This is an optimization exercise on Yosys and OpenROAD, whose aim is small area, a short achievable clock period and few clock cycles per item, not a production implementation. At most, simulation tests tie the RTL to the original design; equivalence was not proved. The RTL of run 7 was laid out without a check of its function. Power and IR drop assume default switching activity.

==> flow/design.v <==
package sfid_pkg;
	localparam int VALUE_W = 11;
	localparam int TDATA_W = 16;
	localparam int WORD_W   = 64;
	localparam int BIT_W    = 6;
	localparam logic OP_TAKE = 1'b0;
	localparam logic OP_GIVE = 1'b1;
	localparam logic ST_IDLE   = 1'b0;
	localparam logic ST_MODIFY = 1'b1;
endpackage
import sfid_pkg::*;
module smallest_free_id_allocator #(
	parameter int VALUE_MAX = 1024
) (
	input  logic               clk,
	input  logic               arst_n,
	input  logic               s_tvalid,
	output logic               s_tready,
	input  logic [TDATA_W-1:0] s_tdata,    
	input  logic               s_tuser,    
	output logic               m_tvalid,
	input  logic               m_tready,
	output logic [TDATA_W-1:0] m_tdata,    
	output logic               m_tuser     
);
	localparam int NWORDS  = (VALUE_MAX + WORD_W) / WORD_W;
	localparam int WIDX_W  = (NWORDS > 1) ? $clog2(NWORDS) : 1;
	localparam int FRESH_W = $clog2(VALUE_MAX + 2);
	function automatic logic [NWORDS-1:0] lowest_w(input logic [NWORDS-1:0] v);
		logic              seen;
		logic [NWORDS-1:0] r;
		seen = 1'b0;
		for (int i = 0; i < NWORDS; i++) begin
			r[i] = v[i] && !seen;
			seen = seen | v[i];
		end
		lowest_w = r;
	endfunction
	logic               s_tready_q;
	logic               in_v_q;
	logic               in_op_q;
	logic [BIT_W-1:0]   in_bit_q;            
	logic [NWORDS-1:0]  in_dec_q;            
	logic [WIDX_W-1:0]  in_val_w_q;          
	logic               in_ok_q;             
	logic               in_low_q;            
	logic               in_same_q;           
	logic [NWORDS-1:0]  wen_q;               
	logic               wbh_q;               
	logic [NWORDS-1:0]  rsel_q;              
	logic               hd_v_q, sk_v_q;
	logic [VALUE_W-1:0] hd_val_q, sk_val_q;
	logic               hd_exh_q, sk_exh_q;
	logic [FRESH_W-1:0] fresh_q;
	logic [NWORDS-1:0]  flag_q;              
	logic [NWORDS-1:0]  low_q;               
	logic               any_q;               
	logic [WORD_W-1:0]  hot_q;               
	logic               two_q;               
	logic [NWORDS-1:0]  f2_q;                
	logic               pend_v_q;
	logic [WIDX_W-1:0]  pend_w_q;
	logic [7:0]         pend_g_q;
	logic [NWORDS*WORD_W-1:0] mem_q;         
	logic               take, give, tk_hit, gv_hit, drain, accept;
	logic               fresh_ok, fresh_inc;
	logic [FRESH_W-1:0] fresh_d;
	logic [NWORDS-1:0]  low2, low3;
	logic [WORD_W-1:0]  gv_bit;
	logic [WORD_W-1:0]  rd_word;
	logic [WORD_W-1:0]  below;
	logic [WORD_W-1:0]  hot_rest;
	logic [WORD_W-1:0]  hot_low;
	logic               hot_three;           
	logic [NWORDS-1:0]  f2_d, f2;
	logic [NWORDS-1:0]  pend_dec;
	logic [7:0]         gv_g;
	logic [BIT_W-1:0]   hot_idx;
	logic [WIDX_W-1:0]  low_idx;
	logic [WORD_W-1:0]  wr_data;
	logic [NWORDS-1:0]  flag_d, low_d, low2_d;
	logic               any_d, two_d;
	logic               in_v_d, in_op_d, sk_v_d;
	logic [VALUE_W-1:0] s_val;
	logic [NWORDS-1:0]  s_dec, s_below;
	logic               s_ok, s_low, s_same, s_give;
	logic [VALUE_W-1:0] res_val;
	logic               res_exh;
	logic               push, pop;
	assign take     = in_v_q && (in_op_q == OP_TAKE) && !sk_v_q;
	assign give     = in_v_q && (in_op_q == OP_GIVE);
	assign tk_hit   = take && any_q;
	assign gv_hit   = give && in_ok_q;
	assign drain    = tk_hit && !two_q;
	assign s_tready = s_tready_q;
	assign accept   = s_tvalid && s_tready_q;
	assign in_v_d  = accept || (in_v_q && !take && !give);
	assign in_op_d = accept ? s_tuser : in_op_q;
	assign fresh_ok  = (32'(fresh_q) <= VALUE_MAX);
	assign fresh_inc = take && !any_q && fresh_ok;
	assign fresh_d   = fresh_inc ? fresh_q + FRESH_W'(1) : fresh_q;
	assign s_val  = s_tdata[VALUE_W-1:0];
	assign s_give = accept && (s_tuser == OP_GIVE);
	assign s_ok   = (s_val != '0) && (fresh_inc ? (32'(s_val) <= 32'(fresh_q))
	                                            : (32'(s_val) < 32'(fresh_q)));
	always_comb begin
		for (int i = 0; i < NWORDS; i++) begin
			s_dec[i]   = (32'(s_val >> BIT_W) == i);
			s_below[i] = (32'(s_val >> BIT_W) > i);
		end
	end
	assign s_low  = !(|(flag_d & s_below));
	assign s_same = |(low_d & s_dec);
	always_ff @(posedge clk or negedge arst_n) begin
		if (!arst_n) begin
			s_tready_q <= 1'b0;
			in_v_q     <= 1'b0;
		end else begin
			s_tready_q <= !in_v_d || in_op_d || !sk_v_d;
			in_v_q     <= in_v_d;
		end
	end
	always_ff @(posedge clk) begin
		if (accept) begin
			in_op_q  <= s_tuser;
			in_bit_q <= s_val[BIT_W-1:0];
			in_dec_q <= s_dec;
			in_val_w_q <= WIDX_W'(s_val >> BIT_W);
			in_ok_q  <= s_ok;
		end
		in_low_q  <= s_low;
		in_same_q <= s_same;
		wen_q     <= (s_give && s_ok) ? (s_low ? (s_same ? '0 : low_d) : s_dec) : '0;
		wbh_q     <= s_low;
		rsel_q    <= (in_op_d == OP_GIVE) ? (s_dec & flag_d) : low2_d;
	end
	logic [WORD_W-1:0] pre;
	always_comb begin
		pre = hot_q;
		for (int k = 1; k < WORD_W; k = k * 2) begin
			for (int i = 0; i < WORD_W; i++) begin
				if ((i / k) % 2 == 1) begin
					pre[i] = pre[i] | pre[(i / k) * k - 1];
				end
			end
		end
		below = {pre[WORD_W-2:0], 1'b0};
	end
	assign hot_rest = hot_q & below;
	assign hot_low  = hot_q & ~below;
	logic [WORD_W-1:0] ha, ht, hh;
	always_comb begin
		ha = hot_q;
		ht = '0;
		hh = '0;
		for (int n = WORD_W / 2; n >= 1; n = n / 2) begin
			for (int i = 0; i < n; i++) begin
				hh[i] = hh[2*i] | hh[2*i+1] | (ht[2*i] & ha[2*i+1]) | (ha[2*i] & ht[2*i+1]);
				ht[i] = ht[2*i] | ht[2*i+1] | (ha[2*i] & ha[2*i+1]);
				ha[i] = ha[2*i] | ha[2*i+1];
			end
		end
		hot_three = hh[0];
	end
	logic [WORD_W-1:0]       ia;
	logic [WORD_W*BIT_W-1:0] ix;
	always_comb begin
		ia = hot_q;
		ix = '0;
		for (int l = 0; l < BIT_W; l++) begin
			for (int i = 0; i < (WORD_W >> (l + 1)); i++) begin
				ix[i*BIT_W +: BIT_W] = ia[2*i] ? ix[2*i*BIT_W +: BIT_W]
				                               : (ix[(2*i+1)*BIT_W +: BIT_W] | BIT_W'(1 << l));
				ia[i] = ia[2*i] | ia[2*i+1];
			end
		end
		hot_idx = ix[BIT_W-1:0];
	end
	always_comb begin
		low_idx = '0;
		for (int i = 0; i < NWORDS; i++) begin
			if (low_q[i]) begin
				low_idx = low_idx | WIDX_W'(i);
			end
		end
		for (int i = 0; i < WORD_W; i++) begin
			gv_bit[i] = (in_bit_q == BIT_W'(i));
		end
	end
	assign low2 = lowest_w(flag_q & ~low_q);
	assign low3 = lowest_w(flag_q & ~low_q & ~low2);
	always_comb begin
		for (int g = 0; g < 8; g++) begin
			gv_g[g] = |(rd_word[g*8 +: 8] & ~gv_bit[g*8 +: 8]);
		end
		for (int i = 0; i < NWORDS; i++) begin
			pend_dec[i] = pend_v_q && (32'(pend_w_q) == i);
		end
	end
	assign f2 = (f2_q & ~pend_dec) | ((|pend_g_q) ? pend_dec : '0);
	always_comb begin
		rd_word = '0;
		for (int i = 0; i < NWORDS; i++) begin
			rd_word = rd_word | (rsel_q[i] ? mem_q[i*WORD_W +: WORD_W] : '0);
		end
	end
	assign wr_data = wbh_q ? hot_q : (rd_word | gv_bit);
	generate
		for (genvar w = 0; w < NWORDS; w++) begin : g_word
			for (genvar b = 0; b < WORD_W; b++) begin : g_bit
				if (w * WORD_W + b >= 1 && w * WORD_W + b <= VALUE_MAX) begin : g_used
					always_ff @(posedge clk) begin
						if (wen_q[w]) begin
							mem_q[w*WORD_W+b] <= wr_data[b];
						end
					end
				end else begin : g_unused
					assign mem_q[w*WORD_W+b] = 1'b0;
				end
			end
		end
	endgenerate
	always_comb begin
		flag_d = flag_q;
		low_d  = low_q;
		any_d  = any_q;
		low2_d = low2;
		two_d  = two_q;
		f2_d   = f2;
		if (tk_hit) begin
			if (two_q) begin
				two_d  = hot_three;
			end else begin
				flag_d = flag_q & ~low_q;
				low_d  = low2;
				any_d  = |low2;
				low2_d = low3;
				two_d  = |(f2 & low2);
			end
		end
		if (gv_hit) begin
			flag_d = flag_q | in_dec_q;
			any_d  = 1'b1;
			if (in_low_q) begin
				f2_d   = (f2 & ~low_q) | (two_q ? low_q : '0);
				low_d  = in_dec_q;
				low2_d = lowest_w((flag_q | in_dec_q) & ~in_dec_q);
				two_d  = in_same_q && |(hot_q & ~gv_bit);
			end else begin
				low2_d = lowest_w((flag_q | in_dec_q) & ~low_q);
			end
		end
	end
	always_ff @(posedge clk or negedge arst_n) begin
		if (!arst_n) begin
			fresh_q <= FRESH_W'(1);
			flag_q  <= '0;
			low_q   <= '0;
			any_q   <= 1'b0;
			two_q   <= 1'b0;
			f2_q    <= '0;
		end else begin
			fresh_q <= fresh_d;
			flag_q  <= flag_d;
			low_q   <= low_d;
			any_q   <= any_d;
			two_q   <= two_d;
			f2_q    <= f2_d;
		end
	end
	always_ff @(posedge clk or negedge arst_n) begin
		if (!arst_n) begin
			pend_v_q <= 1'b0;
		end else begin
			pend_v_q <= gv_hit && !in_low_q;
		end
	end
	always_ff @(posedge clk) begin
		pend_w_q <= WIDX_W'(in_val_w_q);
		pend_g_q <= gv_g;
	end
	always_ff @(posedge clk) begin
		if (tk_hit) begin
			hot_q <= two_q ? hot_rest : rd_word;
		end else if (gv_hit && in_low_q && !in_same_q) begin
			hot_q <= gv_bit;
		end else begin
			hot_q <= hot_q | ((gv_hit && in_same_q) ? gv_bit : '0);
		end
	end
	assign res_val = any_q ? VALUE_W'((32'(low_idx) << BIT_W) | 32'(hot_idx))
	                       : (fresh_ok ? VALUE_W'(fresh_q) : '0);
	assign res_exh = !any_q && !fresh_ok;
	assign push    = take;
	assign pop     = hd_v_q && m_tready;
	assign sk_v_d  = (!hd_v_q || pop) ? 1'b0 : (sk_v_q || push);
	always_ff @(posedge clk or negedge arst_n) begin
		if (!arst_n) begin
			hd_v_q <= 1'b0;
			sk_v_q <= 1'b0;
		end else begin
			if (!hd_v_q || pop) begin
				hd_v_q <= push || sk_v_q;
			end
			sk_v_q <= sk_v_d;
		end
	end
	always_ff @(posedge clk) begin
		if (!hd_v_q || pop) begin
			if (sk_v_q) begin
				hd_val_q <= sk_val_q;
				hd_exh_q <= sk_exh_q;
			end else begin
				hd_val_q <= res_val;
				hd_exh_q <= res_exh;
			end
		end
		if (push) begin
			sk_val_q <= res_val;
			sk_exh_q <= res_exh;
		end
	end
	assign m_tvalid = hd_v_q;
	assign m_tdata  = TDATA_W'(hd_val_q);
	assign m_tuser  = hd_exh_q;
endmodule
==> flow/run.sh <==
#!/bin/bash
# synth_recipe.tcl (not shown) runs the flow's synth.tcl, then flattens the netlist and writes it again
# the make line also repeats each setting of config.mk as NAME=value (left out here)
make -C /OpenROAD-flow-scripts/flow DESIGN_CONFIG=/design/flow/config.mk WORK_HOME=/design/flow/orfs CLKGATE_MAP_FILE= SYNTH_SCRIPT=/design/flow/synth_recipe.tcl finish
==> flow/config.mk <==
export PLATFORM = sky130hd
export DESIGN_NAME = smallest_free_id_allocator
export DESIGN_NICKNAME = smallest_free_id_allocator
export VERILOG_FILES = /design/flow/design.v
export SDC_FILE = /design/flow/constraint.sdc
export NUM_CORES = 4
export LEC_CHECK = 0
export CAP_MARGIN = 20
export CORE_MARGIN = 2
export CORE_UTILIZATION = 55
export CTS_CLUSTER_DIAMETER = 90
export CTS_CLUSTER_SIZE = 24
export SETUP_SLACK_MARGIN = 3.0
export SLEW_MARGIN = 20
==> flow/constraint.sdc <==
create_clock -name core_clock -period 6.0 [get_ports {clk}]
set_input_delay 1.2000 -clock core_clock [delete_from_list [all_inputs] [get_ports {clk}]]
set_output_delay 1.2000 -clock core_clock [all_outputs]
set_load 0.01 [all_outputs]
==> flow_metrics.tcl, run 1 <==
set metrics [dict create \
    fillers 7180 \
    yosysSeqAreaShare_pct 69.4 \
    finalCriticalPeriod_ns 3.11 \
    area.sequential_sq_um 36600 \
    slew_violations 0 \
    cts_root_buffer "clkbuf_16" \
    pre_cts_ws_ns 1.33 \
    p_sw_share_pct 40.0 \
    grt_pass1_vias 36900 \
    tightestPinTransition_ns 1.15 \
    synth_compound_area_share_pct 16.6 \
    initial_core_util_pct 55.3 \
    synthSimpleGateAreaFrac_pct 9.23 \
    core_region_area_sq_um 94700 \
    synth_area_sq_um 52400 \
    path_class "input port to flip-flop" \
    vias 39100 \
    p_sw_mw 11.6 \
    peakVddDrop_mv 0.402 \
    synthToLayoutAreaGrowth_pct 12.6 \
    wirelength_um 199000 \
    clock-sinks 1260 \
    ys_ff_latch 1260 \
    synth_adder_area_share_pct 0.539 \
    cts_tree "done" \
    status "complete, no violations" \
    dieArea_sq_um 97800 \
    total_power_mw 29.0 \
    combinationalPowerShare_pct 36.6 \
    synth_top_area_share_pct 61.7 \
    die_x_um 313 \
    synth_top_family_by_area "compound AO/OA/AOI/OAI gates" \
    max_cap_viol_count 0 \
    vias_per_cell 7.38 \
    cts_made_buffers 66 \
    wl_per_cell_um 37.6 \
    clockPowerShare_pct 17.5 \
    gr-usage-met3_pct 9.08 \
    worst_ep_required_time_ns 6.58 \
    crit_fanout 8 \
    grt_max_degree 70 \
    place_area_sq_um 54200 \
    synth-edff-count 1077 \
    io_buffers 29 \
    yosys.area_share.xor_xnor_pct 0.201 \
    p_leak_nw 19.1 \
    place.gp.congestion 1.07 \
    drt_iter0_markers 6375 \
    yosys_warnings 64 \
    pwr-share-seq_pct 45.8 \
    async_flop_share_pct 5.48 \
    syn_inst 3944 \
    hpwl_um 116000 \
    ys_top_cells_by_count "edfxtp_1, a22oi_1, nor2_1" \
    fmax_mhz 321 \
    final_cell_area_sq_um 59000 \
    synth.most_common_cell "edfxtp_1" \
    drive_gt1_share_pct 16.9 \
    tns_ns 0 \
    grt-busiest-layer "met2" \
    grt_util_met1_pct 54.0 \
    syn_area_per_cell_sq_um 13.3 \
    synth_area_leaders "edfxtp_1, a22oi_1, dfxtp_1" \
    grt_usage_pct 39.5 \
    io_pins 40 \
    grt_pass1_wl_um 273000 \
    finClkSkew_ns 0.0407 \
    fin_util_pct 62.3 \
    hold_class "flip-flop to flip-flop" \
    cp-start-kind "input port" \
    r2r_setup_slack_ns 2.90 \
    antenna_found_initial 11 \
    gr-total-overflow 0 \
    worst_slack_ns 2.89 \
    endpoint_kind "flip-flop" \
    dr.pass1.iters 6 \
    rows 113 \
    finalCritPeriodShare_pct 51.9 \
    multi_input_area_sq_um 16000 \
    p_per_area_nw_per_um2 491 \
    synth_top_area_cell "edfxtp_1" \
    power.internal_mw 17.4 \
    clockBufferDepth 3 \
    hold_viol 0 \
    synthFlopType "edfxtp_1" \
    clk_pin_slew_worst_paths_ns 0.10 \
    yosys-mux-area-fraction_pct 1.24 \
    die_h_um 313 \
    worstSkewPairLatency_ns 0.69 \
    slew-limit-headroom_pct 23.7 \
    fin_nets 4032 \
    critPathArrivalTime_ns 3.69 \
    rsz0062_at_grt "yes" \
    gr-usage-met2_pct 60.9 \
    h-tree-depth 3 \
    setup_viol 0 \
    ant_nets 0 \
    synth_cell_types 95 \
    drc 0 \
]
==> flip-flops by register name (all words and copies together) (netlist names), 6 cells and up <==
register and count:
hd_val_q 11, mem_q 1024, wen_q 17, flag_q 17, in_bit_q 6, f2_q 17
fresh_q 11, sk_val_q 11, in_dec_q 17, pend_g_q 8, low_q 17, rsel_q 17
hot_q 64
==> cell type report <==
class                      instances  share of cell area [%]
sequential                      1260                    61.9
multi-input combinational       2327                    27.1
inverter                          74                   0.481
clock inverter                    15                   0.365
tap                             1265                    2.68
antenna                            2                 0.00848
timing repair inverter             1                 0.00848
timing repair buffer             268                    4.36
clock buffer                      94                    3.08
==> power by group through the flow <==
stage | sequential (mW) | clock (mW) | combinational (mW)
floorplan | 12.5 | 0 | 5.54
global placement | 13.4 | 0 | 8.60
detailed placement | 13.5 | 0 | 8.83
CTS | 13.2 | 5.10 | 9.63
global route | 13.3 | 5.39 | 11.1
finish | 13.3 | 5.08 | 10.6
==> routing by layer <==
| metal | vias up | part of all wire (%) |
|---|---|---|
| li1 | 15800 | - |
| met1 | 19700 | 37 |
| met2 | 2981 | 45 |
| met3 | 618 | 13 |
| met4 | 14 | 5.3 |
| met5 | - | 0.044 |
==> layout by cell type, fill, tap and decap left out, drive strengths merged, types with 49 or more instances in the layout <==
cell type / Yosys / final
a22oi: 358 / 358
nand4: 70 / 70
dfrtp: 68 / 68
a31oi: 52 / 52
nor3: 66 / 66
clkbuf: 225 / 97
a21oi: 156 / 156
inv: 74 / 79
nor2: 306 / 306
nand3: 166 / 166
o22ai: 49 / 49
dfxtp: 114 / 114
edfxtp: 1077 / 1077
nand2: 210 / 212
a22o: 94 / 94
a221oi: 94 / 94
o221ai: 53 / 53
buf: 66 / 237
o21ai: 169 / 169
==> final timing paths <==
kind / startpoint / to / depth (start not counted)
worst max register to register: hot_q[52] / two_q / 10
worst min register to register: in_val_w_q[1] / pend_w_q[1] / 0
worst min-delay path: in_val_w_q[1] / pend_w_q[1] / 0
worst max-delay path: s_tdata[1] / wen_q[4] / 12
min in group asynchronous: arst_n / hd_v_q / 2
max in group asynchronous: arst_n / sk_v_q / 2
==> what timing repair did <==
| action | 4_1_cts | 5_1_grt |
|---|---|---|
| hold buffers | 0 | 0 |
| setup endpoints to repair | 690 | 303 |
| setup buffers | 70 | 51 |
| gates cloned | 7 | 1 |
| pin swaps | 35 | 35 |
| resized for setup | 251 | 138 |
==> worst max-delay path: stages <==
cell,delay (ns)
clkdlybuf4s50_1,0.47
ha_1,0.33
nor2b_1,0.14
o21a_1,0.16
o21ai_0,0.18
a21oi_1,0.11
o21ba_2,0.21
o21ai_2,0.18
and2_4,0.27
buf_4,0.15
nand2b_4,0.13
o32ai_2,0.15
==> per-stage QoR <==
step           instances  hold WS (ns)
2_1_floorplan       3948         0.323
3_3_place_gp        5066         0.324
3_5_place_dp        5066         0.327
4_1_cts             5252         0.347
5_1_grt             5304         0.348
6_report            5306         0.347
==> cell families after synthesis <==
logic type	after synthesis
AOI/OAI and AO/OA	1217
buffers and inverters	365
adders and majority gates	25
and+or+nand+nor	1003
other	1
muxes	61
DFF	1260
xor gates and xnor gates	12
Testbench counts, summed over its fixed seeds: cycles 19,280, items 19,264.
==> inputs of run 2 (changes only) <==
--- a/flow/config.mk
+++ b/flow/config.mk
@@ -9,6 +9,4 @@
 export CORE_MARGIN = 2
 export CORE_UTILIZATION = 55
-export CTS_CLUSTER_DIAMETER = 90
-export CTS_CLUSTER_SIZE = 24
 export SETUP_SLACK_MARGIN = 3.0
 export SLEW_MARGIN = 20
==> run 2 against run 1 <==
  * Setup slack better by 0.035 ns
  * Sequential power hardly changed
  * Largest cell class unchanged
  * Critical endpoint is now two_q
  * Area after synthesis stayed put
  * Clock skew is 0.015 ns higher
  * Synthesized cell count stayed put
==> flow_metrics.tcl, run 2 <==
set metrics [dict create \
    async_flop_share_pct 5.48 \
    grt_util_met1_pct 54.0 \
    vias 39300 \
    fmax_mhz 325 \
    placed_cells 5066 \
    largest_register_ffs 1024 \
    drt_iter0_markers 6237 \
    fin_nets 4063 \
    yosysSeqAreaShare_pct 69.4 \
    rsz0062_at_grt "yes" \
    hpwl_um 116000 \
    ctsHoldBuffers 0 \
    slew_violations 0 \
    synthSimpleGateAreaFrac_pct 9.23 \
    syn_area_per_cell_sq_um 13.3 \
    regMostFlops "mem_q" \
    ff2ff_path_depth 10 \
    yosys_warnings 64 \
    hold_viol 0 \
    drc 0 \
    p_per_area_nw_per_um2 521 \
    synthFlopType "edfxtp_1" \
    wl_per_cell_um 36.9 \
    endpoint_kind "flip-flop" \
    grt_pass1_wl_um 273000 \
    grt_usage_pct 39.3 \
    cts_made_buffers 121 \
    dieArea_sq_um 97800 \
    grt_max_degree 70 \
    synth_adder_area_share_pct 0.539 \
    drive_gt1_share_pct 18.4 \
    synth_top_family_by_area "compound AO/OA/AOI/OAI gates" \
    cts_tree "done" \
    place.gp.congestion 1.07 \
    worst_slack_ns 2.92 \
    core_region_area_sq_um 94700 \
    yosys-mux-area-fraction_pct 1.24 \
    peakVddDrop_mv 0.391 \
    io_buffers 29 \
    wirelength_um 200000 \
    final_cell_area_sq_um 61000 \
    initial_core_util_pct 55.3 \
    worstSkewPairLatency_ns 0.76 \
    grt-busiest-layer "met2" \
    synth_compound_area_share_pct 16.6 \
    p_leak_nw 20.0 \
    grt_pass1_vias 37400 \
    fin_util_pct 64.4 \
    pre_cts_ws_ns 1.33 \
    top_regs "mem_q: 1024 flops, hot_q: 64 flops" \
    die_x_um 313 \
    critPathArrivalTime_ns 3.68 \
    worst_ep_required_time_ns 6.60 \
    syn_inst 3944 \
    dr.pass1.iters 6 \
    fin_cells 5401 \
    crit_fanout 7 \
    whs_path_depth 0 \
    gr-total-overflow 0 \
    synth.most_common_cell "edfxtp_1" \
    synth_cell_types 95 \
    rows 113 \
    h-tree-depth 3 \
    path_class "flip-flop to flip-flop" \
    slew-limit-headroom_pct 23.7 \
    finalCriticalPeriod_ns 3.08 \
    clockBufferDepth 3 \
    yosys.area_share.xor_xnor_pct 0.201 \
    synth_top_area_cell "edfxtp_1" \
    vias_per_cell 7.27 \
    die_h_um 313 \
    antenna_found_initial 4 \
    synth_top_area_share_pct 61.7 \
    finalCritPeriodShare_pct 51.3 \
    finClkSkew_ns 0.0553 \
    gr-usage-met3_pct 8.63 \
    clock-sinks 1260 \
    tns_ns 0 \
    final_cell_mix "edfxtp_1, a22oi_1, nor2_1, nand2_1, buf_4" \
    hold_class "flip-flop to flip-flop" \
    synth-edff-count 1077 \
    cp-start-kind "flip-flop" \
    cts_root_buffer "clkbuf_16" \
    io_pins 40 \
    synthToLayoutAreaGrowth_pct 16.4 \
    final_common_cell "edfxtp_1" \
    setup_viol 0 \
    ant_nets 0 \
    synth_area_sq_um 52400 \
    ys_top_cells_by_count "edfxtp_1, a22oi_1, nor2_1" \
    ys_ff_latch 1260 \
    tightestPinTransition_ns 1.14 \
    place_area_sq_um 54200 \
    gr-usage-met2_pct 61.1 \
    max_cap_viol_count 0 \
    status "complete, no violations" \
    synth_area_leaders "edfxtp_1, a22oi_1, dfxtp_1" \
    clk_pin_slew_worst_paths_ns 0.06 \
]
run 2: cell counts after synthesis:
No cell type changed its count.
run 2: final timing paths:
path / start / endpoint / slack, ns
max: in_bit_q[0] / two_q / 2.92
min: in_val_w_q[2] / pend_w_q[2] / 0.34
max reg2reg: in_bit_q[0] / two_q / 2.92
min reg2reg: in_val_w_q[2] / pend_w_q[2] / 0.34
max in group asynchronous: arst_n / sk_v_q / 4.54
min in group asynchronous: arst_n / hd_v_q / 0.73
run 2: metal layers:
| layer | share of wire [%] | up-vias | wire (um) |
|---|---|---|---|
| li1 | - | 15900 | - |
| met1 | 37 | 19700 | 73500 |
| met2 | 45 | 3078 | 90100 |
| met3 | 13 | 568 | 25600 |
| met4 | 5.1 | 2 | 10200 |
| met5 | 0.0065 | - | 13 |
run 2: kinds of logic (layout without fill, tap and decap cells):
logic type                 count (synthesis)  count (layout)
and+or+nand+nor                         1003            1008
adders and majority gates                 25              25
muxes                                     61              61
AOI/OAI and AO/OA                       1217            1217
DFF                                     1260            1260
other                                      1               6
xor gates and xnor gates                  12              12
buffers and inverters                    365             547
run 2: metrics by stage:
stage	total power, mW	hold WS [ns]
2_1_floorplan	18.0	0.323
3_3_place_gp	22.0	0.324
3_5_place_dp	22.3	0.327
4_1_cts	30.8	0.344
5_1_grt	32.6	0.354
6_report	31.8	0.342
run 2: area by class of cell:
cell class	instances	area [sq um]
Antenna cell	1	2.50
Clock buffer	154	3220
Clock inverter	75	977
Fill cell	6976	33700
Inverter	74	284
Multi-Input combinational cell	2328	16100
Sequential cell	1260	36600
Tap cell	1265	1580
Timing Repair Buffer	243	2320
Timing Repair inverter	1	5.00
run 2: repair_timing:
action	in CTS	in global routing
pin swaps	37	48
setup endpoints to repair	675	339
gates cloned	8	1
gates resized for setup	220	166
setup buffers	48	48
run 2: critical path, cell delays in order (launching register included):
cell      delay [ns]
edfxtp_1        0.41
buf_12          0.17
buf_4           0.16
nor2b_2         0.24
nand3_4         0.18
o31ai_2         0.28
nand4_1         0.28
or3_4           0.46
nor4_4          0.43
a21oi_2         0.17
o31a_1          0.14
run 2: where the power goes:
part           leakage [nW]  internal [mW]  switching (mW)
clock network          2.03           4.60            3.37
logic                  6.37           3.02            7.49
registers              11.6           12.1            1.25
total                  20.0           19.7            12.1
==> inputs of run 3 (changes only) <==
--- a/flow/config.mk
+++ b/flow/config.mk
@@ -8,5 +8,8 @@
 export CAP_MARGIN = 20
 export CORE_MARGIN = 2
-export CORE_UTILIZATION = 55
+export CORE_UTILIZATION = 65
+export CTS_CLUSTER_DIAMETER = 90
+export CTS_CLUSTER_SIZE = 24
+export PLACE_DENSITY = 0.72
 export SETUP_SLACK_MARGIN = 3.0
 export SLEW_MARGIN = 20
==> run 3 against run 2 <==
  * Synthesized cell count stayed put
  * Combinational power hardly changed
  * Maximum frequency is 3.2% lower
  * First-iteration DRC count is 21% higher
  * Clock power is about 40% lower
  * Final cell count is 6.5% lower
  * Non-clock buffer count is 22 lower
  * Largest cell class unchanged
==> flow_metrics.tcl, run 3 <==
set metrics [dict create \
    die_x_um 288 \
    top_regs "mem_q: 1024 flops, hot_q: 64 flops" \
    path_class "flip-flop to flip-flop" \
    finalCritPeriodShare_pct 53.0 \
    finClkSkew_ns 0.0627 \
    tns_ns 0 \
    endpoint "two_q" \
    rows 104 \
    drt_iter0_markers 7545 \
    place.gp.congestion 1.03 \
    synthFlopType "edfxtp_1" \
    largest_register_ffs 1024 \
    cp-start-kind "flip-flop" \
    wirelength_um 189000 \
    dr.pass1.iters 6 \
    hpwl_um 114000 \
    hold_class "flip-flop to flip-flop" \
    h-tree-depth 2 \
    critPathArrivalTime_ns 3.76 \
    crit_fanout 14 \
    wl_per_cell_um 37.5 \
    status "complete, no violations" \
    gr-total-overflow 0 \
    slew_violations 0 \
    worstSkewPairLatency_ns 0.73 \
    regMostFlops "mem_q" \
    final_cell_area_sq_um 57800 \
    grt_pass1_wl_um 265000 \
    ys_top_cells_by_count "edfxtp_1, a22oi_1, nor2_1" \
    antenna_found_initial 5 \
    syn_inst 3944 \
    ctsHoldBuffers 0 \
    r2r-end "two_q" \
    drive_gt1_share_pct 14.9 \
    die_h_um 288 \
    grt_max_degree 70 \
    critPathLaunch "in_bit_q[3]" \
    clockBufferDepth 3 \
    tightestPinTransition_ns 1.20 \
    drc 0 \
    hold_viol 0 \
    synth_area_sq_um 52400 \
    ant_nets 0 \
    rsz0062_at_grt "yes" \
    vias 39600 \
    dieArea_sq_um 82900 \
    yosysSeqAreaShare_pct 69.4 \
    p_leak_nw 18.7 \
    synthToLayoutAreaGrowth_pct 10.3 \
    r2r_setup_slack_ns 2.82 \
    grt_pass1_vias 38200 \
    clock-sinks 1260 \
    endpoint_kind "flip-flop" \
    synth_top_area_cell "edfxtp_1" \
    async_flop_share_pct 5.48 \
    cts_root_buffer "clkbuf_16" \
    synth.most_common_cell "edfxtp_1" \
    synth_area_leaders "edfxtp_1, a22oi_1, dfxtp_1" \
    initial_core_util_pct 65.4 \
    yosys_warnings 64 \
    cts_tree "done" \
    worst_ep_required_time_ns 6.59 \
    clk_pin_slew_worst_paths_ns 0.10 \
    whs_path_depth 0 \
    vias_per_cell 7.85 \
    ff2ff_path_depth 9 \
    io_pins 40 \
    syn_area_per_cell_sq_um 13.3 \
    fin_nets 3980 \
    io_buffers 29 \
    max_cap_viol_count 0 \
    placed_cells 4869 \
    fin_cells 5049 \
    finalCriticalPeriod_ns 3.18 \
    synth_top_area_share_pct 61.7 \
    grt_usage_pct 45.1 \
    fmax_mhz 315 \
    cts_made_buffers 61 \
    place_area_sq_um 54000 \
    core_region_area_sq_um 80200 \
    synth-edff-count 1077 \
    p_per_area_nw_per_um2 500 \
    final_cell_mix "edfxtp_1, a22oi_1, nor2_1, nand2_1, buf_4" \
    r2r_start "in_bit_q[3]" \
    ys_ff_latch 1260 \
    slew-limit-headroom_pct 19.9 \
    synth_cell_types 95 \
    final_common_cell "edfxtp_1" \
    setup_viol 0 \
    peakVddDrop_mv 0.393 \
]
run 3: cell counts after synthesis:
Identical to the previous run, type by type.
run 3: through the flow:
step                      setup slack [ns]  total power [mW]  hold WS (ns)  utilization (%)
after floorplan                       2.81              18.0         0.323                -
after global placement                1.49              22.4         0.325             67.4
after detailed placement              1.44              22.7         0.327             67.4
after CTS                             2.84              27.8         0.350             71.0
after global routing                  2.77              29.4         0.357             72.1
final                                 2.82              28.9         0.350             72.1
run 3: kinds of logic after synthesis:
logic type | share of synthesized area, %
AO/OA/AOI/OAI | 16.6
AND/OR/NAND/NOR | 9.23
multiplexers | 1.24
flip-flops | 69.4
adder cells (fa/ha/maj) | 0.539
buffers and inverters | 2.83
other | 0.00715
XOR/XNOR | 0.201
run 3: worst min path at each step:
| stage | startpoint | endpoint |
|---|---|---|
| 2_1_floorplan | in_val_w_q[0] | pend_w_q[0] |
| 3_3_place_gp | in_val_w_q[4] | pend_w_q[4] |
| 3_5_place_dp | in_val_w_q[2] | pend_w_q[2] |
| 4_1_cts | in_val_w_q[2] | pend_w_q[2] |
| 5_1_grt | in_val_w_q[2] | pend_w_q[2] |
| 6_report | in_val_w_q[2] | pend_w_q[2] |
run 3: repair_timing:
action	4_1_cts	5_1_grt
pin swaps	14	32
cloned	3	5
endpoints found under the setup margin	620	449
setup buffers	29	37
gates resized for setup	202	127
run 3: report_power, final:
| group | internal (mW) | total [mW] | switching (mW) | leakage [nW] |
|---|---|---|---|---|
| logic | 2.97 | 10.8 | 7.80 | 6.15 |
| clock network | 2.05 | 4.82 | 2.77 | 0.894 |
| registers | 12.1 | 13.3 | 1.27 | 11.6 |
run 3: routing by layer:
layer | up-vias | routed length, um | global-route usage (%)
li1 | 15700 | - | -
met1 | 19100 | 62200 | 58.8
met2 | 3951 | 84500 | 68.4
met3 | 851 | 30100 | 13.3
met4 | 8 | 12600 | 25.2
met5 | - | 47 | 0
run 3: layout make-up:
class / instances / area [sq um]
flip-flops and latches: 1260 / 36500
diodes: 3 / 7.51
inverters: 74 / 283
well taps: 1060 / 1330
repair buffers: 221 / 1900
clock buffers: 89 / 1650
fillers: 4873 / 22300
multi-input cells: 2328 / 15900
clock inverters: 14 / 221
run 3: critical path, stage by stage, from the launching register on:
cell and delay (ns):
edfxtp_1 0.59, nand4bb_2 0.67, nor3_1 0.30, a21oi_1 0.07, o22ai_1 0.16, nand4_1 0.13, or3_1 0.48, nor4_4 0.35
a21oi_1 0.18, o31a_1 0.14
==> inputs of run 4 (changes only) <==
--- a/flow/config.mk
+++ b/flow/config.mk
@@ -8,8 +8,8 @@
 export CAP_MARGIN = 20
 export CORE_MARGIN = 2
-export CORE_UTILIZATION = 65
+export CORE_UTILIZATION = 60
 export CTS_CLUSTER_DIAMETER = 90
 export CTS_CLUSTER_SIZE = 24
-export PLACE_DENSITY = 0.72
+export PLACE_DENSITY = 0.66
 export SETUP_SLACK_MARGIN = 3.0
 export SLEW_MARGIN = 20
==> run 4 against run 3 <==
  * Still clean on timing, DRC and antenna
  * Synthesized cell count did not move
  * Clock power is essentially flat
  * Final area grew 0.21%
  * Count of clock-buffer cells in the layout grew 17
  * Maximum frequency grew 1.4%
  * Critical path type unchanged
  * Largest cell class unchanged
==> flow_metrics.tcl, run 4 <==
set metrics [dict create \
    vias 38600 \
    clock-sinks 1260 \
    max_cap_viol_count 0 \
    synth_cell_types 95 \
    placed_cells 4948 \
    grt_pass1_wl_um 258000 \
    wl_per_cell_um 36.0 \
    crit_fanout 18 \
    total_power_mw 28.0 \
    grt_max_degree 70 \
    p_sw_mw 11.0 \
    status "complete, no violations" \
    whs_path_depth 0 \
    critPathArrivalTime_ns 3.72 \
    hold_class "flip-flop to flip-flop" \
    initial_core_util_pct 60.5 \
    ys_ff_latch 1260 \
    p_per_area_nw_per_um2 483 \
    setup_viol 0 \
    worst_slack_ns 2.86 \
    fillers 6120 \
    place.gp.congestion 1.12 \
    antenna_found_initial 2 \
    finalCritPeriodShare_pct 52.3 \
    tightestPinTransition_ns 1.10 \
    slew_violations 0 \
    finClkSkew_ns 0.0429 \
    drc 0 \
    synthToLayoutAreaGrowth_pct 10.5 \
    h-tree-depth 2 \
    ff2ff_path_depth 11 \
    multi_input_area_sq_um 15800 \
    syn_area_per_cell_sq_um 13.3 \
    endpoint_kind "flip-flop" \
    worst_ep_required_time_ns 6.59 \
    fin_nets 3984 \
    wirelength_um 186000 \
    path_class "flip-flop to flip-flop" \
    clockBufferDepth 3 \
    async_flop_share_pct 5.48 \
    ys_top_cells_by_count "edfxtp_1, a22oi_1, nor2_1" \
    drt_iter0_markers 6026 \
    top_regs "mem_q: 1024 flops, hot_q: 64 flops" \
    dr.pass1.iters 8 \
    synth.most_common_cell "edfxtp_1" \
    clk_pin_slew_worst_paths_ns 0.10 \
    io_pins 40 \
    rsz0062_at_grt "yes" \
    core_region_area_sq_um 86600 \
    cp_slowest_cell "nor4_4" \
    cp_num_buf_inv 3 \
    power.internal_mw 16.9 \
    regMostFlops "mem_q" \
    grt_pass1_vias 36200 \
    area.sequential_sq_um 36500 \
    crit_top_cell "buf_4" \
    combinationalPowerShare_pct 35.3 \
    cts_tree "done" \
    syn_inst 3944 \
    crit_chain "buf_4 > buf_4 > nor2b_4 > buf_4 > nand2_1 > a21oi_1 > nand4_1 > or3_1 > nor4_4 > a21oi_2 > o31a_1" \
    clockPowerShare_pct 17.2 \
    pwr-share-seq_pct 47.5 \
    final_cell_mix "edfxtp_1, a22oi_1, nor2_1, nand2_1, buf_4" \
    io_buffers 29 \
    dieArea_sq_um 89700 \
    cts_root_buffer "clkbuf_16" \
    finalCriticalPeriod_ns 3.14 \
    whs_ns 0.359 \
    rows 108 \
    yosysSeqAreaShare_pct 69.4 \
    p_leak_nw 18.7 \
    cp_num_cells 11 \
    slew-limit-headroom_pct 26.5 \
    yosys_warnings 64 \
    pre_cts_ws_ns 1.30 \
    drive_gt1_share_pct 14.8 \
    synth-edff-count 1077 \
    critPathTopFamily "simple AND/OR/NAND/NOR gates" \
    gr-total-overflow 0 \
    fin_cells 5159 \
    hold_viol 0 \
    worstSkewPairLatency_ns 0.72 \
    die_h_um 300 \
    ant_nets 0 \
    die_x_um 300 \
    tns_ns 0 \
    final_common_cell "edfxtp_1" \
    fmax_mhz 319 \
    synth_area_leaders "edfxtp_1, a22oi_1, dfxtp_1" \
    ctsHoldBuffers 0 \
    synthFlopType "edfxtp_1" \
    largest_register_ffs 1024 \
    cp-start-kind "flip-flop" \
    hpwl_um 110000 \
    peakVddDrop_mv 0.354 \
    p_sw_share_pct 39.5 \
    vias_per_cell 7.48 \
    cts_made_buffers 61 \
    synth_area_sq_um 52400 \
    synth_top_area_cell "edfxtp_1" \
    synth_top_area_share_pct 61.7 \
    grt_usage_pct 40.2 \
    cpPeakStageDelay_ns 0.48 \
]
-- run 4: routing by layer --
| metal | track usage [%] | part of all wire (%) | wire, um |
|---|---|---|---|
| met1 | 55.6 | 36 | 67000 |
| met5 | 0 | 0 | 0 |
| met3 | 9.29 | 14 | 25700 |
| met2 | 61.7 | 45 | 82900 |
| met4 | 17.1 | 5.4 | 10100 |
-- run 4: logic make-up after synthesis --
kind of cell / synth area share, %
flip-flops: 69.4
AO/OA/AOI/OAI: 16.6
adder cells (fa/ha/maj): 0.539
XOR/XNOR: 0.201
AND/OR/NAND/NOR: 9.23
other: 0.00715
multiplexers: 1.24
buffers and inverters: 2.83
-- run 4: worst paths after layout --
path / startpoint / end / slack (ns)
hold / removal: in_val_w_q[1] / pend_w_q[1] / 0.36
max in group asynchronous: arst_n / sk_v_q / 4.53
setup / recovery: in_bit_q[5] / two_q / 2.86
hold reg to reg: in_val_w_q[1] / pend_w_q[1] / 0.36
min in group asynchronous: arst_n / hd_v_q / 0.75
setup reg to reg: in_bit_q[5] / two_q / 2.86
-- run 4: what timing repair did --
item	4_1_cts	5_1_grt
gates cloned	1	4
pin swaps	18	37
gates resized for setup	181	149
setup endpoints to repair	714	399
setup buffers	44	45
-- run 4: through the flow --
step,instance area (sq um),util [%]
final,57900,66.9
after global routing,57900,66.9
after global placement,54000,62.3
after CTS,56900,65.7
after detailed placement,54000,62.4
after floorplan,52500,-
-- run 4: cell type report --
| class | instances | share of cell area, % |
|---|---|---|
| multi-input cells | 2327 | 27.3 |
| repair buffers | 226 | 3.44 |
| clock buffers | 106 | 2.94 |
| diodes | 1 | 0.00432 |
| clock inverters | 10 | 0.320 |
| well taps | 1155 | 2.49 |
| inverters | 74 | 0.479 |
| flip-flops and latches | 1260 | 63.0 |
-- run 4: power groups by stage --
| stage | Combinational (mW) | Sequential (mW) | Clock, mW |
|---|---|---|---|
| after CTS | 9.03 | 13.2 | 4.80 |
| final | 9.87 | 13.3 | 4.81 |
| after global routing | 10.3 | 13.3 | 5.10 |
| after floorplan | 5.54 | 12.5 | 0 |
| after global placement | 8.23 | 13.4 | 0 |
| after detailed placement | 8.54 | 13.4 | 0 |
-- run 4: worst register-to-register path: stages (launching register included) --
cell and delay, ns:
edfxtp_1 0.38, buf_4 0.20, buf_4 0.24, nor2b_4 0.21
buf_4 0.23, nand2_1 0.15, a21oi_1 0.25, nand4_1 0.20
or3_1 0.44, nor4_4 0.48, a21oi_2 0.14, o31a_1 0.12
==> inputs of run 5 (changes only) <==
--- a/flow/config.mk
+++ b/flow/config.mk
@@ -12,4 +12,4 @@
 export CTS_CLUSTER_SIZE = 24
 export PLACE_DENSITY = 0.66
-export SETUP_SLACK_MARGIN = 3.0
+export SETUP_SLACK_MARGIN = 3.2
 export SLEW_MARGIN = 20
==> run 5 against run 4 <==
  * Setup slack lost 0.0091 ns
  * Final area grew 3.4%
  * Critical path type unchanged
  * Non-clock buffer count grew 102
  * Utilization grew 2.2 points
  * Hold slack worse by 0.0046 ns
  * Final cell count increased by 1.6%
  * Largest power group unchanged
  * Critical endpoint unchanged
  * Wire length is 6.0% higher
==> flow_metrics.tcl, run 5 <==
set metrics [dict create \
    cts_made_buffers 66 \
    clk_pin_slew_worst_paths_ns 0.11 \
    die_x_um 300 \
    grt_usage_pct 42.6 \
    grt_pass1_vias 37400 \
    critPathTopFamily "simple AND/OR/NAND/NOR gates" \
    drc 0 \
    initial_core_util_pct 60.5 \
    fmax_mhz 318 \
    async_flop_share_pct 5.48 \
    cts_root_buffer "clkbuf_16" \
    crit_chain "nand2b_1 > nor2_2 > nand2_1 > a22oi_1 > nand4_1 > or3_1 > nor4_4 > a21oi_1 > o31a_1" \
    grt_pass1_wl_um 271000 \
    core_region_area_sq_um 86600 \
    cp_num_buf_inv 0 \
    vias_per_cell 7.60 \
    io_pins 40 \
    fillers 5841 \
    syn_inst 3944 \
    ys_top_cells_by_count "edfxtp_1, a22oi_1, nor2_1" \
    gr-total-overflow 0 \
    final_cell_mix "edfxtp_1, a22oi_1, nor2_1, buf_4, nand2_1" \
    final_common_cell "edfxtp_1" \
    synth_top_area_cell "edfxtp_1" \
    synth.most_common_cell "edfxtp_1" \
    r2r-end "two_q" \
    rsz0062_at_grt "yes" \
    synth_top_area_share_pct 61.7 \
    die_h_um 300 \
    place.gp.congestion 1.00 \
    dr.pass1.iters 7 \
    peakVddDrop_mv 0.338 \
    cp-start-kind "flip-flop" \
    regMostFlops "mem_q" \
    synth-edff-count 1077 \
    yosys_warnings 64 \
    antenna_found_initial 4 \
    p_per_area_nw_per_um2 502 \
    r2r_setup_slack_ns 2.86 \
    wirelength_um 197000 \
    synthFlopType "edfxtp_1" \
    ff2ff_path_depth 9 \
    crit_fanout 6 \
    top_regs "mem_q: 1024 flops, hot_q: 64 flops" \
    ctsHoldBuffers 0 \
    drive_gt1_share_pct 19.5 \
    tns_ns 0 \
    whs_ns 0.354 \
    ant_nets 0 \
    vias 39800 \
    cts_tree "done" \
    p_leak_nw 19.6 \
    grt_max_degree 70 \
    synthToLayoutAreaGrowth_pct 14.2 \
    path_class "flip-flop to flip-flop" \
    yosysSeqAreaShare_pct 69.4 \
    r2r_start "in_bit_q[3]" \
    fin_nets 4095 \
    dieArea_sq_um 89700 \
    ys_ff_latch 1260 \
    cp_num_cells 9 \
    endpoint_kind "flip-flop" \
    endpoint "two_q" \
    slew_violations 0 \
    tightestPinTransition_ns 1.09 \
    setup_viol 0 \
    hold_class "flip-flop to flip-flop" \
    max_cap_viol_count 0 \
    slew-limit-headroom_pct 27.6 \
    clock-sinks 1260 \
    worst_ep_required_time_ns 6.56 \
    clockBufferDepth 3 \
    synth_area_sq_um 52400 \
    wl_per_cell_um 37.5 \
    cpPeakStageDelay_ns 0.54 \
    status "complete, no violations" \
    critPathLaunch "in_bit_q[3]" \
    cp_slowest_cell "edfxtp_1" \
    h-tree-depth 3 \
    syn_area_per_cell_sq_um 13.3 \
    worstSkewPairLatency_ns 0.69 \
    largest_register_ffs 1024 \
    finalCritPeriodShare_pct 52.4 \
    hold_viol 0 \
    finClkSkew_ns 0.0479 \
    finalCriticalPeriod_ns 3.14 \
    synth_area_leaders "edfxtp_1, a22oi_1, dfxtp_1" \
    io_buffers 29 \
    rows 108 \
    synth_cell_types 95 \
    drt_iter0_markers 6589 \
    hpwl_um 115000 \
    critPathArrivalTime_ns 3.71 \
]
-- run 5: cell count changes in the layout (fill, tap and decap cells not counted), sizes merged, moves of 3 or more --
cell,previous run,this run
dlymetal6s2s,0,3
inv,78,83
clkbuf,108,80
clkdlybuf4s50,23,15
dlygate4sd2,0,5
buf,201,301
-- run 5: how the worst min path moves through the flow --
stage	startpoint	end	slack, ns	cells past startpoint
CTS	in_val_w_q[0]	pend_w_q[0]	0.35	0
finish	in_val_w_q[0]	pend_w_q[0]	0.35	0
detailed placement	in_val_w_q[0]	pend_w_q[0]	0.33	0
floorplan	in_val_w_q[0]	pend_w_q[0]	0.32	0
global placement	in_val_w_q[4]	pend_w_q[4]	0.33	0
global route	in_val_w_q[0]	pend_w_q[0]	0.36	0
-- run 5: power by group --
group / switching (mW) / leakage [nW] / total [mW] / internal (mW)
logic: 8.56 / 6.97 / 12.0 / 3.48
registers: 0.969 / 11.6 / 13.0 / 12.1
clock network: 2.85 / 0.952 / 4.99 / 2.13
-- run 5: logic make-up after synthesis --
group | count (synthesis) | synth area share [%]
adder cells (fa/ha/maj) | 25 | 0.539
flip-flops | 1260 | 69.4
XOR/XNOR | 12 | 0.201
AO/OA/AOI/OAI | 1217 | 16.6
multiplexers | 61 | 1.24
AND/OR/NAND/NOR | 1003 | 9.23
other | 1 | 0.00715
buffers and inverters | 365 | 2.83
-- run 5: layer usage --
metal	vias to the layer above	track usage (%)	routed length [um]
met3	715	9.65	27200
met1	19700	57.7	68100
met4	4	21.0	12700
met5	-	0	36
li1	15900	-	-
met2	3559	65.7	88800
-- run 5: area by class of cell --
class | instances | area (sq um) | share of cell area (%)
Clock buffer | 77 | 1720 | 2.88
Timing Repair Buffer | 328 | 3140 | 5.24
Sequential cell | 1260 | 36600 | 61.0
Timing Repair inverter | 1 | 7.51 | 0.0125
Multi-Input combinational cell | 2330 | 16500 | 27.5
Clock inverter | 17 | 248 | 0.414
Tap cell | 1155 | 1450 | 2.41
Antenna cell | 2 | 5.00 | 0.00836
Inverter | 74 | 284 | 0.474
-- run 5: stage by stage --
step                      util (%)  instances  setup WS (ns)  area [sq um]  power (mW)
final                         69.1       5244           2.86         59900        30.1
after global routing          69.1       5242           2.79         59900        30.6
after CTS                     67.3       5170           2.87         58300        28.6
after detailed placement      62.5       4966           1.29         54100        22.8
after global placement        62.5       4966           1.40         54100        22.6
after floorplan                  -       3948           2.81         52500        18.0
-- run 5: what timing repair did --
action,in CTS,in global routing
setup buffers,102,67
pin swaps,38,67
endpoints found under the setup margin,961,472
gates resized for setup,326,221
gates cloned,8,5
==> inputs of run 6 (changes only) <==
--- a/flow/config.mk
+++ b/flow/config.mk
@@ -8,8 +8,8 @@
 export CAP_MARGIN = 20
 export CORE_MARGIN = 2
-export CORE_UTILIZATION = 60
+export CORE_UTILIZATION = 62
 export CTS_CLUSTER_DIAMETER = 90
 export CTS_CLUSTER_SIZE = 24
-export PLACE_DENSITY = 0.66
-export SETUP_SLACK_MARGIN = 3.2
+export PLACE_DENSITY = 0.68
+export SETUP_SLACK_MARGIN = 3.0
 export SLEW_MARGIN = 20
==> run 6 against run 5 <==
  * Still clean
  * Combinational power shrank 7%
  * Global-route usage rose by 0.28 points
  * Maximum frequency shrank 2.3%
  * Power down 1.8%
  * Critical path type unchanged
  * Critical endpoint unchanged
  * Largest power group unchanged
==> flow_metrics.tcl, run 6 <==
set metrics [dict create \
    final_cell_mix "edfxtp_1, a22oi_1, nor2_1, nand2_1, buf_4" \
    cts_made_buffers 66 \
    io_buffers 29 \
    syn_inst 3944 \
    endpoint_kind "flip-flop" \
    clock-sinks 1260 \
    hold_class "flip-flop to flip-flop" \
    power.internal_mw 17.4 \
    whs_ns 0.356 \
    rows 106 \
    critPathArrivalTime_ns 3.77 \
    wl_per_cell_um 37.1 \
    finalCriticalPeriod_ns 3.22 \
    die_x_um 295 \
    ys_top_cells_by_count "edfxtp_1, a22oi_1, nor2_1" \
    grt_max_degree 86 \
    place.gp.congestion 0.998 \
    status "complete, no violations" \
    drive_gt1_share_pct 16.0 \
    synthFlopType "edfxtp_1" \
    synth_area_sq_um 52400 \
    p_sw_mw 12.2 \
    hold_viol 0 \
    regMostFlops "mem_q" \
    ant_nets 0 \
    core_region_area_sq_um 83700 \
    pre_cts_ws_ns 1.19 \
    synth.most_common_cell "edfxtp_1" \
    h-tree-depth 3 \
    p_leak_nw 18.9 \
    ys_ff_latch 1260 \
    largest_register_ffs 1024 \
    finClkSkew_ns 0.0493 \
    vias_per_cell 7.68 \
    yosys_warnings 64 \
    p_per_area_nw_per_um2 506 \
    crit_fanout 13 \
    syn_area_per_cell_sq_um 13.3 \
    cts_tree "done" \
    crit_chain "nor4_1 > nand2_2 > buf_4 > mux2_2 > a22o_1 > nand2_1 > o21ai_0 > nor4_1 > a21oi_1 > o31a_1" \
    drc 0 \
    die_h_um 295 \
    synth_top_area_cell "edfxtp_1" \
    antenna_found_initial 7 \
    setup_viol 0 \
    rsz0062_at_grt "yes" \
    pwr-share-seq_pct 45.2 \
    tightestPinTransition_ns 1.20 \
    yosysSeqAreaShare_pct 69.4 \
    multi_input_area_sq_um 15900 \
    worst_slack_ns 2.78 \
    max_cap_viol_count 0 \
    synth_area_leaders "edfxtp_1, a22oi_1, dfxtp_1" \
    tns_ns 0 \
    area.sequential_sq_um 36500 \
    dr.pass1.iters 10 \
    final_common_cell "edfxtp_1" \
    path_class "flip-flop to flip-flop" \
    worstSkewPairLatency_ns 0.70 \
    dieArea_sq_um 86900 \
    fillers 5559 \
    worst_ep_required_time_ns 6.55 \
    hpwl_um 114000 \
    combinationalPowerShare_pct 37.6 \
    crit_top_cell "nor4_1" \
    cpPeakStageDelay_ns 0.73 \
    grt_pass1_vias 37500 \
    fmax_mhz 311 \
    synthToLayoutAreaGrowth_pct 11.3 \
    grt_pass1_wl_um 264000 \
    wirelength_um 191000 \
    vias 39500 \
    io_pins 40 \
    clockBufferDepth 3 \
    drt_iter0_markers 7307 \
    gr-total-overflow 0 \
    clockPowerShare_pct 17.2 \
    peakVddDrop_mv 0.391 \
    fin_util_pct 69.7 \
    initial_core_util_pct 62.6 \
    slew-limit-headroom_pct 20.1 \
    top_regs "mem_q: 1024 flops, hot_q: 64 flops" \
    synth_cell_types 95 \
    grt_usage_pct 42.9 \
    p_sw_share_pct 41.2 \
    cp_slowest_cell "nor4_1" \
    async_flop_share_pct 5.48 \
    fin_nets 4013 \
    cp-start-kind "flip-flop" \
    clk_pin_slew_worst_paths_ns 0.10 \
    slew_violations 0 \
    cts_root_buffer "clkbuf_16" \
    synth_top_area_share_pct 61.7 \
    finalCritPeriodShare_pct 53.6 \
    synth-edff-count 1077 \
]
[run 6: changes by cell type in the layout (fill, tap and decap cells not counted), sizes merged, moves of 2 or more]
cell	previous run	this run
dlymetal6s2s	3	0
inv	83	78
or4	23	25
clkbuf	80	84
clkinv	6	10
dlygate4sd2	5	0
buf	301	222
clkdlybuf4s50	15	23
[run 6: layer usage]
layer	global-route usage, %	share of wire, %	vias up
met4	22.7	6.6	10
met2	65.1	44	3820
li1	-	-	15700
met1	57.1	34	19200
met5	0	0.043	-
met3	11.3	16	768
[run 6: per-stage QoR]
| stage | power [mW] | instances | instance area [sq um] |
|---|---|---|---|
| global route | 30.0 | 5145 | 58300 |
| global placement | 22.6 | 4955 | 54200 |
| detailed placement | 22.9 | 4956 | 54200 |
| CTS | 28.1 | 5081 | 57000 |
| floorplan | 18.0 | 3948 | 52500 |
| finish | 29.5 | 5146 | 58300 |
[run 6: worst max-delay path: cells and delay by family, from the launching register on]
kind / cells / cell delay, ns
buffers and inverters: 1 / 0.23
AO/OA/AOI/OAI: 4 / 0.87
multiplexers: 1 / 0.32
flip-flops: 1 / 0.32
AND/OR/NAND/NOR: 4 / 1.33
[run 6: cells by family (layout without fill, tap and decap cells)]
kind of cell             count (synthesis)  in the layout  synth area share, %
flip-flops                            1260           1260                 69.4
AO/OA/AOI/OAI                         1217           1217                 16.6
AND/OR/NAND/NOR                       1003           1009                 9.23
buffers and inverters                  365            421                 2.83
multiplexers                            61             61                 1.24
adder cells (fa/ha/maj)                 25             25                0.539
XOR/XNOR                                12             12                0.201
other                                    1              7              0.00715
[run 6: power by group through the flow]
stage | Combinational [mW] | Clock, mW | Sequential, mW
after floorplan | 5.54 | 0 | 12.5
after global routing | 11.4 | 5.34 | 13.3
after detailed placement | 9.45 | 0 | 13.4
after CTS | 9.84 | 5.05 | 13.2
final | 11.1 | 5.08 | 13.4
after global placement | 9.19 | 0 | 13.4
[run 6: area by class of cell]
type	instances	share of cell area (%)
sequential	1260	62.7
tap	1134	2.43
clock buffer	82	2.99
timing repair buffer	248	3.65
inverter	74	0.483
multi-input combinational	2329	27.2
clock inverter	17	0.528
antenna	2	0.00858
[run 6: worst paths after layout]
check	startpoint	end	slack, ns	depth (start not counted)
worst min-delay path	in_val_w_q[4]	pend_w_q[4]	0.36	0
worst max-delay path	pend_g_q[5]	two_q	2.78	10
worst min register to register	in_val_w_q[4]	pend_w_q[4]	0.36	0
worst max register to register	pend_g_q[5]	two_q	2.78	10
min in group asynchronous	arst_n	s_tready_q	0.56	1
max in group asynchronous	arst_n	low_q[7]	4.32	2
[run 6: repair_timing]
action | in CTS | in global routing
gates cloned | 2 | 6
resized for setup | 148 | 196
setup endpoints to repair | 559 | 325
buffers inserted | 24 | 57
pin swaps | 9 | 49
hold buffers | 0 | 0
==> inputs of run 7 (changes only) <==
--- a/flow/design.v
+++ b/flow/design.v
@@ -131,5 +131,5 @@
 		in_low_q  <= s_low;
 		in_same_q <= s_same;
-		wen_q     <= (s_give && s_ok) ? (s_low ? (s_same ? '0 : low_d) : s_dec) : '0;
+		wen_q     <= s_give ? (s_low ? (s_same ? '0 : low_d) : s_dec) : '0;
 		wbh_q     <= s_low;
 		rsel_q    <= (in_op_d == OP_GIVE) ? (s_dec & flag_d) : low2_d;
@@ -211,5 +211,5 @@
 				if (w * WORD_W + b >= 1 && w * WORD_W + b <= VALUE_MAX) begin : g_used
 					always_ff @(posedge clk) begin
-						if (wen_q[w]) begin
+						if (wen_q[w] && in_ok_q) begin
 							mem_q[w*WORD_W+b] <= wr_data[b];
 						end
--- a/flow/config.mk
+++ b/flow/config.mk
@@ -8,8 +8,8 @@
 export CAP_MARGIN = 20
 export CORE_MARGIN = 2
-export CORE_UTILIZATION = 62
+export CORE_UTILIZATION = 65
 export CTS_CLUSTER_DIAMETER = 90
 export CTS_CLUSTER_SIZE = 24
-export PLACE_DENSITY = 0.68
+export PLACE_DENSITY = 0.72
 export SETUP_SLACK_MARGIN = 3.0
 export SLEW_MARGIN = 20
==> run 7 against run 6 <==
  * Still clean
  * Register-to-register slack improved by 0.06 ns
  * Final area increased by 0.26%
  * Clock power decreased by 5.3%
  * Sequential cell count unchanged
  * Sequential share of layout area decreased by 0.27 points
  * Sequential power decreased by 3%
  * Final cell count decreased by 0.29%
  * Critical path type unchanged
==> flow_metrics.tcl, run 7 <==
set metrics [dict create \
    clk_pin_slew_worst_paths_ns 0.11 \
    yosys_warnings 64 \
    synth_top_area_share_pct 61.0 \
    cp-start-kind "flip-flop" \
    syn_inst 4026 \
    top_regs "mem_q: 1024 flops, hot_q: 64 flops" \
    worst_ep_required_time_ns 6.55 \
    num_antenna_cells 0 \
    vias_per_cell 7.75 \
    synth_area_sq_um 53100 \
    cts_root_buffer "clkbuf_16" \
    drt_iter0_markers 6850 \
    vias 39800 \
    rows 104 \
    grt_max_degree 59 \
    wirelength_um 185000 \
    p_per_area_nw_per_um2 445 \
    whs_ns 0.359 \
    synth.most_common_cell "edfxtp_1" \
    synthToLayoutAreaGrowth_pct 10.2 \
    synth_cell_types 93 \
    die_x_um 290 \
    placed_cells 4914 \
    highest_layer "met5" \
    grt_pass1_vias 38100 \
    dr.pass1.iters 8 \
    finalCritPeriodShare_pct 52.7 \
    grt_pass1_wl_um 260000 \
    antenna_found_initial 6 \
    drc 0 \
    grt_usage_pct 43.2 \
    tns_ns 0 \
    syn_area_per_cell_sq_um 13.2 \
    hpwl_um 109000 \
    finalCriticalPeriod_ns 3.16 \
    regMostFlops "mem_q" \
    finClkSkew_ns 0.0947 \
    setup_viol 0 \
    peakVddDrop_mv 0.349 \
    path_class "flip-flop to flip-flop" \
    synth-edff-count 1077 \
    slew-limit-headroom_pct 26.0 \
    ys_top_cells_by_count "edfxtp_1, a22oi_1, nand2_1" \
    io_buffers 29 \
    critPathArrivalTime_ns 3.71 \
    max_cap_viol_count 0 \
    synthFlopType "edfxtp_1" \
    slew_violations 0 \
    final_cell_area_sq_um 58500 \
    ctsHoldBuffers 0 \
    yosysSeqAreaShare_pct 68.5 \
    worst_slack_ns 2.84 \
    largest_register_ffs 1024 \
    endpoint_kind "flip-flop" \
    worstSkewPairLatency_ns 0.75 \
    fmax_mhz 317 \
    h-tree-depth 2 \
    status "complete, no violations" \
    final_cell_mix "edfxtp_1, a22oi_1, nand2_1, nor2_1" \
    wl_per_cell_um 36.1 \
    fin_cells 5131 \
    ys_ff_latch 1260 \
    pre_cts_ws_ns 1.20 \
    drt-met1-wl_um 64700 \
    final_common_cell "edfxtp_1" \
    met3_length_um 27800 \
    core_region_area_sq_um 80700 \
    tightestPinTransition_ns 1.11 \
    dieArea_sq_um 83900 \
    initial_core_util_pct 65.8 \
    rsz0062_at_grt "yes" \
    async_flop_share_pct 5.48 \
    place.gp.congestion 1.05 \
    clock-sinks 1260 \
    fillers 5109 \
    gr-total-overflow 0 \
    clockBufferDepth 3 \
    cts_tree "done" \
    synth_area_leaders "edfxtp_1, a22oi_1, dfxtp_1" \
    drive_gt1_share_pct 14.2 \
    hold_class "flip-flop to flip-flop" \
    hold_viol 0 \
    io_pins 40 \
    synth_top_area_cell "edfxtp_1" \
    place_area_sq_um 54300 \
    ant_nets 0 \
    die_h_um 290 \
    p_leak_nw 18.7 \
    fin_nets 4052 \
    route.met2.wl_um 81400 \
    cts_made_buffers 61 \
    crit_fanout 7 \
]
run 7: changes by cell type after synthesis, sizes merged, moves of 11 or more:
cell / delta
o32ai: -11
nand3: -14
mux2: +18
and2: +19
o22ai: +13
nand2: +50
a31oi: -17
o21ai: -15
a22oi: +13
nor2: -50
nor4: +11
run 7: worst paths after layout:
kind	slack, ns	end	cells after the start	start
setup / recovery	2.84	two_q	10	in_bit_q[0]
max in group asynchronous	4.57	fresh_q[0]	2	arst_n
hold reg to reg	0.36	pend_w_q[2]	0	in_val_w_q[2]
hold / removal	0.36	pend_w_q[2]	0	in_val_w_q[2]
min in group asynchronous	0.54	f2_q[6]	1	arst_n
setup reg to reg	2.84	two_q	10	in_bit_q[0]
run 7: logic make-up (layout without fill, tap and decap cells):
logic type | count (synthesis) | after routing | share of synthesized area [%]
flip-flops | 1260 | 1260 | 68.5
AO/OA/AOI/OAI | 1212 | 1212 | 16.3
AND/OR/NAND/NOR | 1056 | 1056 | 9.88
buffers and inverters | 378 | 419 | 2.87
multiplexers | 76 | 76 | 1.55
adder cells (fa/ha/maj) | 32 | 32 | 0.665
XOR/XNOR | 11 | 11 | 0.182
other | 1 | 5 | 0.00707
run 7: worst max-delay path, stage by stage, from the launching register on:
cell      delay (ns)
edfxtp_1        0.41
buf_4           0.20
buf_4           0.16
nor3b_2         0.47
buf_4           0.28
nand2_1         0.12
a22oi_1         0.57
nand4_1         0.20
nor4_1          0.26
and3_1          0.31
a211oi_1        0.07
run 7: metrics by stage:
step | power (mW) | util, %
global placement | 19.8 | 67.3
floorplan | 16.9 | -
global route | 26.7 | 72.5
finish | 26.0 | 72.5
CTS | 25.2 | 71.6
detailed placement | 20.1 | 67.3
run 7: final cells by class:
type                       count  area [sq um]  share of cell area [%]
sequential                  1260         36500                    62.4
timing repair buffer         228          2160                    3.69
clock buffer                 107          1710                    2.92
clock inverter                 9           166                   0.285
tap                         1060          1330                    2.27
multi-input combinational   2392         16300                    27.9
inverter                      75           285                   0.488
run 7: power by group:
group / switching (mW) / internal, mW
clock: 2.81 / 2.00
sequential: 1.53 / 11.5
combinational: 5.65 / 2.55
total: 9.99 / 16.0
run 7: metal layers:
| metal | GRT usage (%) | vias to the layer above |
|---|---|---|
| li1 | - | 16000 |
| met1 | 59.5 | 19400 |
| met2 | 65.0 | 3683 |
| met3 | 10.9 | 714 |
| met4 | 20.8 | 6 |
| met5 | 0 | - |
run 7: timing repair:
action | 4_1_cts | 5_1_grt
pin swaps | 35 | 22
gates resized for setup | 249 | 68
endpoints found under the hold margin | 0 | 0
setup endpoints to repair | 431 | 211
buffers inserted | 69 | 22
cloned | 2 | 2

static timing again, ports no longer ideal:
The flow's constraints put no driver on any port. The routed layouts listed below were extracted and timed again, unchanged, in two steps.
Step 1 (the two cells are an assumption about what drives the block):
set clk [get_ports {clk}]
set_driving_cell -lib_cell sky130_fd_sc_hd__clkbuf_16 $clk
set_driving_cell -lib_cell sky130_fd_sc_hd__buf_2 [delete_from_list [all_inputs] $clk]
Step 2 also shifts input and output timing later by t, the mid clock arrival at the registers, as if the neighbouring blocks saw the same clock.
a / b / c = ideal / step 1 / step 2; a / b = the first two.
run | t, ns | setup slack, ns | worst slew at a driven data input, ns
run 1 | 0.748 | 2.886 / 2.901 / 2.186 | 0.04
run 2 | 0.796 | 2.921 / 2.921 / 2.245 | 0.05
run 3 | 0.766 | 2.821 / 2.821 / 2.126 | 0.04
run 4 | 0.768 | 2.864 / 2.864 / 2.265 | 0.05
run 5 | 0.734 | 2.855 / 2.855 / 2.277 | 0.05
run 6 | 0.748 | 2.781 / 2.781 / 2.227 | 0.04
run 7 | 0.774 | 2.841 / 2.841 / 2.189 | 0.05
After both steps every run listed still meets setup and hold. The setup slack of run 1, which loses most, moves by +0.015 ns with the drivers and by -0.700 ns with both steps.
